Source: an optimization exercise on an open RTL-to-GDS flow (aim: small area and a short achievable clock period). Production flows keep margins and buffers that such runs may drop.

Design rsi_top, start of the top module:
module rsi_top
(
    input  logic   clk,
    input  logic   reset,
    input  logic [16-1:0] price,
    input  logic   price_valid,
    input  logic   eod,
    output logic   rsi_valid,
    output logic [7-1:0]   rsi,
    output logic   buy,
    output logic   sell
);
For scale: roughly 2,600 cells after synthesis, about 650 flip-flops, about 30 I/O pins, about 0.030 mm² of cells after synthesis.
==> module rsi_top, before the edit <==
module rsi_top
(
    input  logic   clk,
    input  logic   reset,
    input  logic [16-1:0] price,
    input  logic   price_valid,
    input  logic   eod,
    output logic   rsi_valid,
    output logic [7-1:0]   rsi,
    output logic   buy,
    output logic   sell
);
    localparam int PW    = 16;
    localparam int SW    = 20;
    localparam int N     = 14;
    localparam int QW    = 7;
    localparam int XW    = 27;
    logic          take;
    logic [PW-1:0] prev;
    logic          have_prev;
    logic [3:0]    cnt;           
    logic [PW:0]   diff;
    logic          up;            
    logic [PW-1:0] code;          
    logic          mv_valid;
    logic          mv_first, mv_full, mv_out;
    logic          mv_up;
    logic [PW-1:0] mv_code;
    assign take = price_valid && !eod;
    assign diff = {1'b0, price} - {1'b0, prev};
    assign up   = !diff[PW];
    assign code = diff[PW-1:0] ^ {PW{!up}};
    always_ff @(posedge clk) begin
        if (take) prev <= price;
        mv_code  <= code;
        mv_up    <= up;
        mv_first <= (cnt == 4'd0);
        mv_full  <= (cnt == 4'(N));
        mv_out   <= (cnt >= 4'(N - 1));
    end
    always_ff @(posedge clk or posedge reset) begin
        if (reset) begin
            have_prev <= 1'b0;
            cnt       <= '0;
            mv_valid  <= 1'b0;
        end else if (eod) begin
            have_prev <= 1'b0;
            cnt       <= '0;
            mv_valid  <= 1'b0;
        end else begin
            mv_valid <= take && have_prev;
            if (take) have_prev <= 1'b1;
            if (take && have_prev && cnt != 4'(N)) cnt <= cnt + 4'd1;
        end
    end
    logic [PW:0]   win [N];       
    logic [SW-1:0] tsum, gsum;
    logic          sums_valid;
    logic [PW-1:0] old_code;
    logic          old_up;
    logic [SW-1:0] t_base, g_base;
    logic [SW-1:0] t_next, g_next;
    logic [PW-1:0] g_new, g_old;
    assign old_code = mv_full ? win[N-1][PW-1:0] : '0;
    assign old_up   = mv_full ? win[N-1][PW]     : 1'b1;
    assign t_base   = mv_first ? '0 : tsum;
    assign g_base   = mv_first ? '0 : gsum;
    assign g_new    = mv_up ? mv_code : '0;
    assign g_old    = old_up ? old_code : '0;
    logic [SW-1:0] new_ext, old_ext, gn_ext, go_ext;
    assign new_ext = {{(SW-PW){1'b0}}, mv_code};
    assign old_ext = {{(SW-PW){1'b0}}, old_code};
    assign gn_ext  = {{(SW-PW){1'b0}}, g_new};
    assign go_ext  = {{(SW-PW){1'b0}}, g_old};
    assign t_next = t_base + new_ext + ~old_ext + {{(SW-1){1'b0}}, !mv_up} + {{(SW-1){1'b0}}, old_up};
    assign g_next = g_base + gn_ext - go_ext;
    always_ff @(posedge clk) begin
        if (mv_valid) begin
            win[0] <= {mv_up, mv_code};
            for (int i = 1; i < N; i++) win[i] <= win[i-1];
            tsum <= t_next;
            gsum <= g_next;
        end
    end
    always_ff @(posedge clk or posedge reset) begin
        if (reset) sums_valid <= 1'b0;
        else       sums_valid <= mv_valid && mv_out;
    end
    localparam logic [6:0] REG_AFTER = 7'b1111110;
    localparam bit         MUL_REG   = 1'b1;
    logic [XW-1:0] dvd;
    logic [SW-1:0] dvs;
    logic          dv_valid;
    generate
        if (MUL_REG) begin : g_mul_reg
            always_ff @(posedge clk) begin
                dvd <= XW'(gsum) * XW'(100);
                dvs <= tsum;
            end
            always_ff @(posedge clk or posedge reset) begin
                if (reset) dv_valid <= 1'b0;
                else       dv_valid <= sums_valid;
            end
        end else begin : g_mul_wire
            assign dvd      = XW'(gsum) * XW'(100);
            assign dvs      = tsum;
            assign dv_valid = sums_valid;
        end
    endgenerate
    logic [SW:0]   hi_in  [7];    
    logic [XW-1:0] lo_in  [7];    
    logic [SW-1:0] dv_in  [7];
    logic [6:0]    q_in   [7];
    logic          v_in   [7];
    logic [SW-1:0] hi_out [7];
    logic [6:0]    q_out  [7];
    logic [SW-1:0] hi_r   [7];
    logic [XW-1:0] lo_r   [7];
    logic [SW-1:0] dv_r   [7];
    logic [6:0]    q_r    [7];
    logic          v_r    [7];
    genvar j;
    generate
        for (j = 6; j >= 0; j--) begin : g_step
            logic [SW:0] trial;
            logic        fits;
            if (j == 6) begin : g_first
                assign hi_in[j] = dvd[XW-1:6];
                assign lo_in[j] = XW'(dvd[5:0]);
                assign dv_in[j] = dvs;
                assign q_in[j]  = '0;
                assign v_in[j]  = dv_valid;
            end else begin : g_next
                logic [SW-1:0] h;
                logic [XW-1:0] l;
                logic [SW-1:0] d;
                logic [6:0]    q;
                logic          v;
                if (REG_AFTER[j+1]) begin : g_reg
                    assign h = hi_r[j+1];
                    assign l = lo_r[j+1];
                    assign d = dv_r[j+1];
                    assign q = q_r[j+1];
                    assign v = v_r[j+1];
                end else begin : g_wire
                    assign h = hi_out[j+1];
                    assign l = lo_in[j+1];
                    assign d = dv_in[j+1];
                    assign q = q_out[j+1];
                    assign v = v_in[j+1];
                end
                assign hi_in[j] = {h, l[j]};
                assign lo_in[j] = l;
                assign dv_in[j] = d;
                assign q_in[j]  = q;
                assign v_in[j]  = v;
            end
            assign trial     = hi_in[j] - {1'b0, dv_in[j]};
            assign fits      = !trial[SW];
            assign hi_out[j] = fits ? trial[SW-1:0] : hi_in[j][SW-1:0];
            assign q_out[j]  = q_in[j] | (7'(fits) << j);
            if (REG_AFTER[j]) begin : g_preg
                always_ff @(posedge clk) begin
                    hi_r[j] <= hi_out[j];
                    lo_r[j] <= XW'(lo_in[j][(j > 0 ? j : 1)-1:0]);
                    dv_r[j] <= dv_in[j];
                    q_r[j]  <= q_out[j];
                end
                always_ff @(posedge clk or posedge reset) begin
                    if (reset) v_r[j] <= 1'b0;
                    else       v_r[j] <= v_in[j];
                end
            end
        end
    endgenerate
    logic [6:0] q_fin;
    logic       v_fin;
    logic [6:0] rsi_d;
    assign q_fin = q_out[0];
    assign v_fin = v_in[0];
    assign rsi_d = (q_fin == 7'd127) ? 7'd50 : q_fin;
    always_ff @(posedge clk) begin
        rsi <= rsi_d;
    end
    always_ff @(posedge clk or posedge reset) begin
        if (reset) begin
            rsi_valid <= 1'b0;
            buy       <= 1'b0;
            sell      <= 1'b0;
        end else begin
            rsi_valid <= v_fin;
            buy       <= v_fin && (rsi_d < 7'(30));
            sell      <= v_fin && (rsi_d > 7'(70));
        end
    end
endmodule
==> flow/config.mk <==
export PLATFORM = sky130hd
export DESIGN_NAME = rsi_top
export DESIGN_NICKNAME = rsi_top
export VERILOG_FILES = /design/flow/design.v
export SDC_FILE = /design/flow/constraint.sdc
export NUM_CORES = 4
export LEC_CHECK = 0
export CAP_MARGIN = 20
export CORE_MARGIN = 2
export CORE_UTILIZATION = 40
export SLEW_MARGIN = 20
==> flow/constraint.sdc <==
create_clock -name core_clock -period 6.5 [get_ports {clk}]
set_input_delay 1.3000 -clock core_clock [delete_from_list [all_inputs] [get_ports {clk}]]
set_output_delay 1.3000 -clock core_clock [all_outputs]
set_load 0.01 [all_outputs]
run.sh (not shown) runs the stock make flow with config.mk's settings and CLKGATE_MAP_FILE= SYNTH_SCRIPT=/design/flow/synth_recipe.tcl, a recipe that flattens the netlist after the stock synthesis.
The first run finished with timing, DRC and antenna clean.
==> next run, changes <==
--- a/flow/design.v
+++ b/flow/design.v
@@ -83,13 +83,13 @@
         end
     end
     always_ff @(posedge clk or posedge reset) begin
         if (reset) sums_valid <= 1'b0;
         else       sums_valid <= mv_valid && mv_out;
     end
-    localparam logic [6:0] REG_AFTER = 7'b1111110;
+    localparam logic [6:0] REG_AFTER = 7'b1010100;
     localparam bit         MUL_REG   = 1'b1;
     logic [XW-1:0] dvd;
     logic [SW-1:0] dvs;
     logic          dv_valid;
     generate
         if (MUL_REG) begin : g_mul_reg
Routed wire length came out higher by a few percent.
Final area came out lower by roughly a tenth.
Critical path depth came out higher by 9.
Worst setup slack is worse by 1.8 ns.
Cell count came out lower by a few percent.
Synthesized area came out lower by roughly a tenth.
Hold slack is better by 0.0035 ns.
No functional check of the RTL was part of any run of this note.

[what the ideal ports hide]
No port has a modelled driver above. Below, the same layouts with a new extraction and two added sets of constraints. Step 1 sets driving cells, clkbuf_16 on the clock port and buf_2 on the other inputs (assumed; they add their load-dependent delay and slew). Step 2 adds t to the input delays and takes it off the output delays; t is the mean of the earliest and latest rising clock arrival at the registers after step 1. Input paths then give back, and output paths get back, about the clock's delay inside the block. Slacks: ideal ports / drivers / drivers and shift; pairs: ideal ports / drivers.
| run | shift t [ns] | setup WS [ns] | worst setup path at the end | cell pins on the clock port's net |
|---|---|---|---|---|
| the first run | 0.653 | 2.148 / 2.148 / 1.765 | input to register | 1 |
| the second run | 0.651 | 0.321 / 0.321 / 0.321 | register to register | 1 |
After both steps setup and hold are still met in every run listed. The setup slack of the first run, which loses most, moves by 0.000 ns with the drivers and by -0.383 ns with both steps.
